What follows belongs to an exercise in optimizing a design on an open flow for small area, a short achievable clock period and few clock cycles per item; a production flow would make more cautious choices. Function was checked by simulation only, so behaviour that the tests miss may differ from the original. Power and IR drop assume default switching activity.

## build 42
## query_filter
module query_filter
(
	input  logic              clk,
	input  logic              rst,
	input  logic              cmd_pending,
	input  logic [query_pkg::BEAT_W-1:0] para_data,
	output logic              para_rd,
	output logic              cmd_ack,
	input  logic              rec_valid,
	input  logic [query_pkg::REC_W-1:0] rec_data,
	output logic              query_active,
	output logic              match_valid,
	output logic              match,
	output logic              query_done
);
For scale: roughly 3000 cells after synthesis, ~780 flip-flops, about 520 I/O pins, ~48000 um^2 of cells after synthesis.
Settings: LEC_CHECK=0, CAP_MARGIN=20, CORE_MARGIN=2, CORE_UTILIZATION=40, CTS_CLUSTER_SIZE=20, SETUP_SLACK_MARGIN=3.6, SLEW_MARGIN=20, TNS_END_PERCENT=1; clock period 6.0 ns.
standard.sh (not shown) runs the stock make flow with config.mk's settings and CLKGATE_MAP_FILE= SYNTH_SCRIPT=/design/flow/synth_recipe.tcl, a recipe that flattens the netlist after the stock synthesis.
==> flow/flow/run.sh <==
#!/bin/bash
# The standard layout (the standard.sh: standard synthesis, floorplan, place, CTS, route),
# with one change: the port buffers that placement inserts are plain buffers
# (sky130_fd_sc_hd__buf_1) rather than the delay cells buffer_ports picks by default.
# Every port still gets its own buffer. make's full output goes to standard.log; each
# ORFS step's own log is under orfs/logs/.
set -euo pipefail
export BUFFER_PORTS_ARGS="-buffer_cell sky130_fd_sc_hd__buf_1"
bash standard.sh > standard.log 2>&1
The flow did not stop early for build 42: all stages ran, and the layout cleared the timing, DRC and antenna checks.
Testbench counts of build 42, summed over its fixed seeds: cycles 14,439, items 13,240.
Inputs modified between build 42 and build 51:
Settings: clearing CTS_CLUSTER_SIZE, which used to be 20; swapping 3.6 for 4.0 in SETUP_SLACK_MARGIN.
--- outcome ---
Result for build 51 and build 42: all clean
Post-route total power up 1.4% in build 51 wrt build 42
As far as utilization is concerned, build 42 and build 51 perform about the same.
The run showing the smaller largest incremental delay on the critical path is build 51.
Routed wire length: build 51 higher than build 42
Number of vias after detailed routing up about 0.4% in build 51 wrt build 42
Input-level comparison between build 66 and build 51:
Settings: swapping 1 for 5 in TNS_END_PERCENT; swapping 4.0 for 3.5 in SETUP_SLACK_MARGIN; putting CTS_CLUSTER_DIAMETER at 100 where nothing was set; putting CTS_CLUSTER_SIZE at 30 where nothing was set.
Looking at the reports, build 66 completed the entire flow and the layout it produced met the timing, DRC and antenna checks. Build 66 vs. build 51: global routing usage on met3 saw an increase, leakage power saw a decrease. Summary of build 66 over build 51: critical path depth decreased by 3 relative to the old numbers, fill cell instance count of the final layout increased by 2.1% relative to the old numbers, design area decreased by about 1.8% relative to the old numbers, final clock period utilization by the worst path decreased by 0.23 points relative to the old numbers, power per unit of standard cell area decreased by about 6.4% relative to the old numbers. Build 51 → build 66: post-cts sizing count grew by about 14%, core utilization of the finished layout shrank by 0.88 points, post-layout total power shrank by about 8%.
Setup changes, build 66 to build 65
Settings: clearing CTS_CLUSTER_SIZE, which used to be 30; clearing CTS_CLUSTER_DIAMETER, which used to be 100.
Findings:
- No stage failed in build 65, and the final checks on the layout all came back clean.
- Compared with build 66, build 65 shows total CTS buffers that has gone up by more than 100%.
- When the final numbers for build 66 and build 65 were put side by side, the initial antenna violation count turned out to be smaller in build 65.
- Final area: build 65 worse than build 66
- Summary: with build 66 as the reference, detailed-route wire length in build 65 moved up slightly.
Input changes introduced in build 32 (baseline for comparison: build 65):
Settings: TNS_END_PERCENT: 5 -> 1; SETUP_SLACK_MARGIN: 3.5 -> 3.6; CORE_UTILIZATION: 40 -> 50.
--- outcome ---
For build 32, the flow was terminated by a tool error in final report and produced no final design. On area fraction in and, or, nand and nor cells after synthesis, build 32 tracks build 65 almost exactly. Pre-CTS setup slack sits lower in build 32 than in build 65. Changes observed in build 32 relative to build 65: met2 wirelength from detailed routing now larger, total track usage now larger, overall routed net length now smaller. Total placed instance area in build 32 vs build 65: down 0.69%. Summary of build 32 over build 65: starting utilization of the core area moved up, global-route wire length before repair moved up.
Changes in build 36 relative to build 32:
Settings: swapping 50 for 40 in CORE_UTILIZATION; putting CTS_CLUSTER_DIAMETER at 70 where nothing was set; putting CTS_CLUSTER_SIZE at 30 where nothing was set.
[summary]
Build 36 finished all stages; the layout is clean.
Looking at routed metal-1 wire length, build 36 sits about 9% higher than build 32 does.
Compared to build 32, the routing of build 36 uses less wire.
Sort build 36 and build 32 by global-route wire length before repair, descending, and build 32 comes first.
[compare] base=build 32 new=build 36: detailed-route via count lost 2.4%; half-perimeter wire length after detailed placement fell by 4700 um.
The lower count of buffers added by post-CTS timing repair for setup of build 36 and build 32 is in build 36.
Looking at global-route usage, build 36 sits below build 32.
Build 36: die height is 12% higher than what build 32 reported.
Aggregate global routing overflow across build 36 and build 32: no real change.
Build 36 vs build 32 — number of instances resized during post-cts repair dropped by more than 10%

== job 101 ==
Starting RTL as in the previous note.
==> flow/design.v (excerpt) <==
module query_filter
(
	input  logic              clk,
	input  logic              rst,
	input  logic              cmd_pending,
	input  logic [query_pkg::BEAT_W-1:0] para_data,
	output logic              para_rd,
	output logic              cmd_ack,
	input  logic              rec_valid,
	input  logic [query_pkg::REC_W-1:0] rec_data,
	output logic              query_active,
	output logic              match_valid,
	output logic              match,
	output logic              query_done
);
==> flow/config.mk <==
export PLATFORM = sky130hd
export DESIGN_NAME = query_filter
export DESIGN_NICKNAME = query_filter
export VERILOG_FILES = /design/flow/design.v
export SDC_FILE = /design/flow/constraint.sdc
export NUM_CORES = 4
export LEC_CHECK = 0
export CAP_MARGIN = 20
export CORE_MARGIN = 2
export CORE_UTILIZATION = 40
export GPL_ROUTABILITY_DRIVEN = 0
export SETUP_SLACK_MARGIN = 3.6
export SLEW_MARGIN = 20
export TNS_END_PERCENT = 1
==> flow/constraint.sdc <==
create_clock -name core_clock -period 6.0 [get_ports {clk}]
set_input_delay 1.2000 -clock core_clock [delete_from_list [all_inputs] [get_ports {clk}]]
set_output_delay 1.2000 -clock core_clock [all_outputs]
set_load 0.01 [all_outputs]
Scripts as last shown in full above: flow/flow/run.sh
Testbench counts of job 101, summed over its fixed seeds: cycles 14,439, items 13,240.
Modified inputs, job 102 compared to job 101
# job 101
export LEC_CHECK = 0
export CAP_MARGIN = 20
export CORE_MARGIN = 2
export CORE_UTILIZATION = 40
export GPL_ROUTABILITY_DRIVEN = 0
export SETUP_SLACK_MARGIN = 3.6
export SLEW_MARGIN = 20
export TNS_END_PERCENT = 1
create_clock -name core_clock -period 6.0 [get_ports {clk}]
# job 102
export LEC_CHECK = 0
export CAP_MARGIN = 20
export CORE_MARGIN = 2
export CORE_UTILIZATION = 40
export SETUP_SLACK_MARGIN = 3.6
export SLEW_MARGIN = 20
export TNS_END_PERCENT = 1
create_clock -name core_clock -period 6.0 [get_ports {clk}]
==> flow/flow/run.sh <==
#!/bin/bash
# The standard layout (the standard.sh: standard synthesis, floorplan, place, CTS, route),
# with one change: the port buffers that placement inserts are plain buffers
# (sky130_fd_sc_hd__buf_2) rather than the delay cells buffer_ports picks by default.
# Every port still gets its own buffer. make's full output goes to standard.log; each
# ORFS step's own log is under orfs/logs/.
set -euo pipefail
export BUFFER_PORTS_ARGS="-buffer_cell sky130_fd_sc_hd__buf_2"
bash standard.sh > standard.log 2>&1
- Between job 102 and job 101, fraction of area in multi-input gates is higher for job 101, job 102 comes in under that.
- Job 102 against job 101: post-route cell area was more or less identical, area overhead of the layout relative to synthesis level.
- On final worst-path cycle share: between job 102 and job 101, it ends up higher for job 102.
#### Input delta (job 103 over job 102)
==> flow/flow/run.sh <==
#!/bin/bash
# The standard layout (the standard.sh: standard synthesis, floorplan, place, CTS, route),
# with one change: the port buffers that placement inserts are plain buffers
# (sky130_fd_sc_hd__buf_1) rather than the delay cells buffer_ports picks by default.
# Every port still gets its own buffer. make's full output goes to standard.log; each
# ORFS step's own log is under orfs/logs/.
set -euo pipefail
export BUFFER_PORTS_ARGS="-buffer_cell sky130_fd_sc_hd__buf_1"
bash standard.sh > standard.log 2>&1
- Between job 102 and job 103, the area overhead of the layout relative to synthesis does not differ in any meaningful way.
- Compared job 103 against job 102; wire length within noise.
- Of job 102 and job 103, the lower transition time at the pin with the least slew margin belongs to job 103.
- Reg2reg setup slack delta (job 103 − job 102): favourable
- Looking at share of power burned in combinational logic, job 103 sits 0.5 points higher than job 102 does.

==> afterwards: timing with drivers on the ports <==
Ports are ideal in the flow. The routed layouts listed here were re-timed in OpenROAD.
Step 1: set_driving_cell puts a clkbuf_16 on clk and a buf_2 on each other input, an assumption about the parent block.
Step 2 also shifts input and output timing later by t, the mid clock arrival at the registers, as if the neighbouring blocks saw the same clock.
a / b / c = ideal ports / drivers / drivers and shift; a / b = the first two.
| run | t (ns) | setup slack, ns | clock arrival spread, ns | slew at the worst register clock pin (ns) | cell pins on the clock port's net |
|---|---|---|---|---|---|
| build 42 | 0.768 | 3.392 / 3.392 / 2.706 | 0.073 / 0.073 | 0.07 / 0.07 | 1 |
| build 51 | 0.746 | 3.359 / 3.359 / 2.649 | 0.032 / 0.031 | 0.07 / 0.07 | 1 |
| build 66 | 0.708 | 3.373 / 3.373 / 2.714 | 0.044 / 0.045 | 0.12 / 0.12 | 1 |
| build 65 | 0.753 | 3.334 / 3.334 / 2.711 | 0.056 / 0.056 | 0.07 / 0.07 | 1 |
| build 36 | 0.744 | 3.389 / 3.389 / 2.694 | 0.054 / 0.055 | 0.10 / 0.10 | 1 |
| job 101 | 0.768 | 3.392 / 3.392 / 2.706 | 0.073 / 0.073 | 0.07 / 0.07 | 1 |
| job 102 | 0.772 | 3.372 / 3.372 / 2.717 | 0.062 / 0.063 | 0.08 / 0.08 | 1 |
| job 103 | 0.768 | 3.392 / 3.392 / 2.706 | 0.073 / 0.073 | 0.07 / 0.07 | 1 |
After both steps setup and hold are still met in every run listed. For build 51, which loses most, drivers alone change the setup slack by 0.000 ns; drivers and shift together by -0.710 ns.
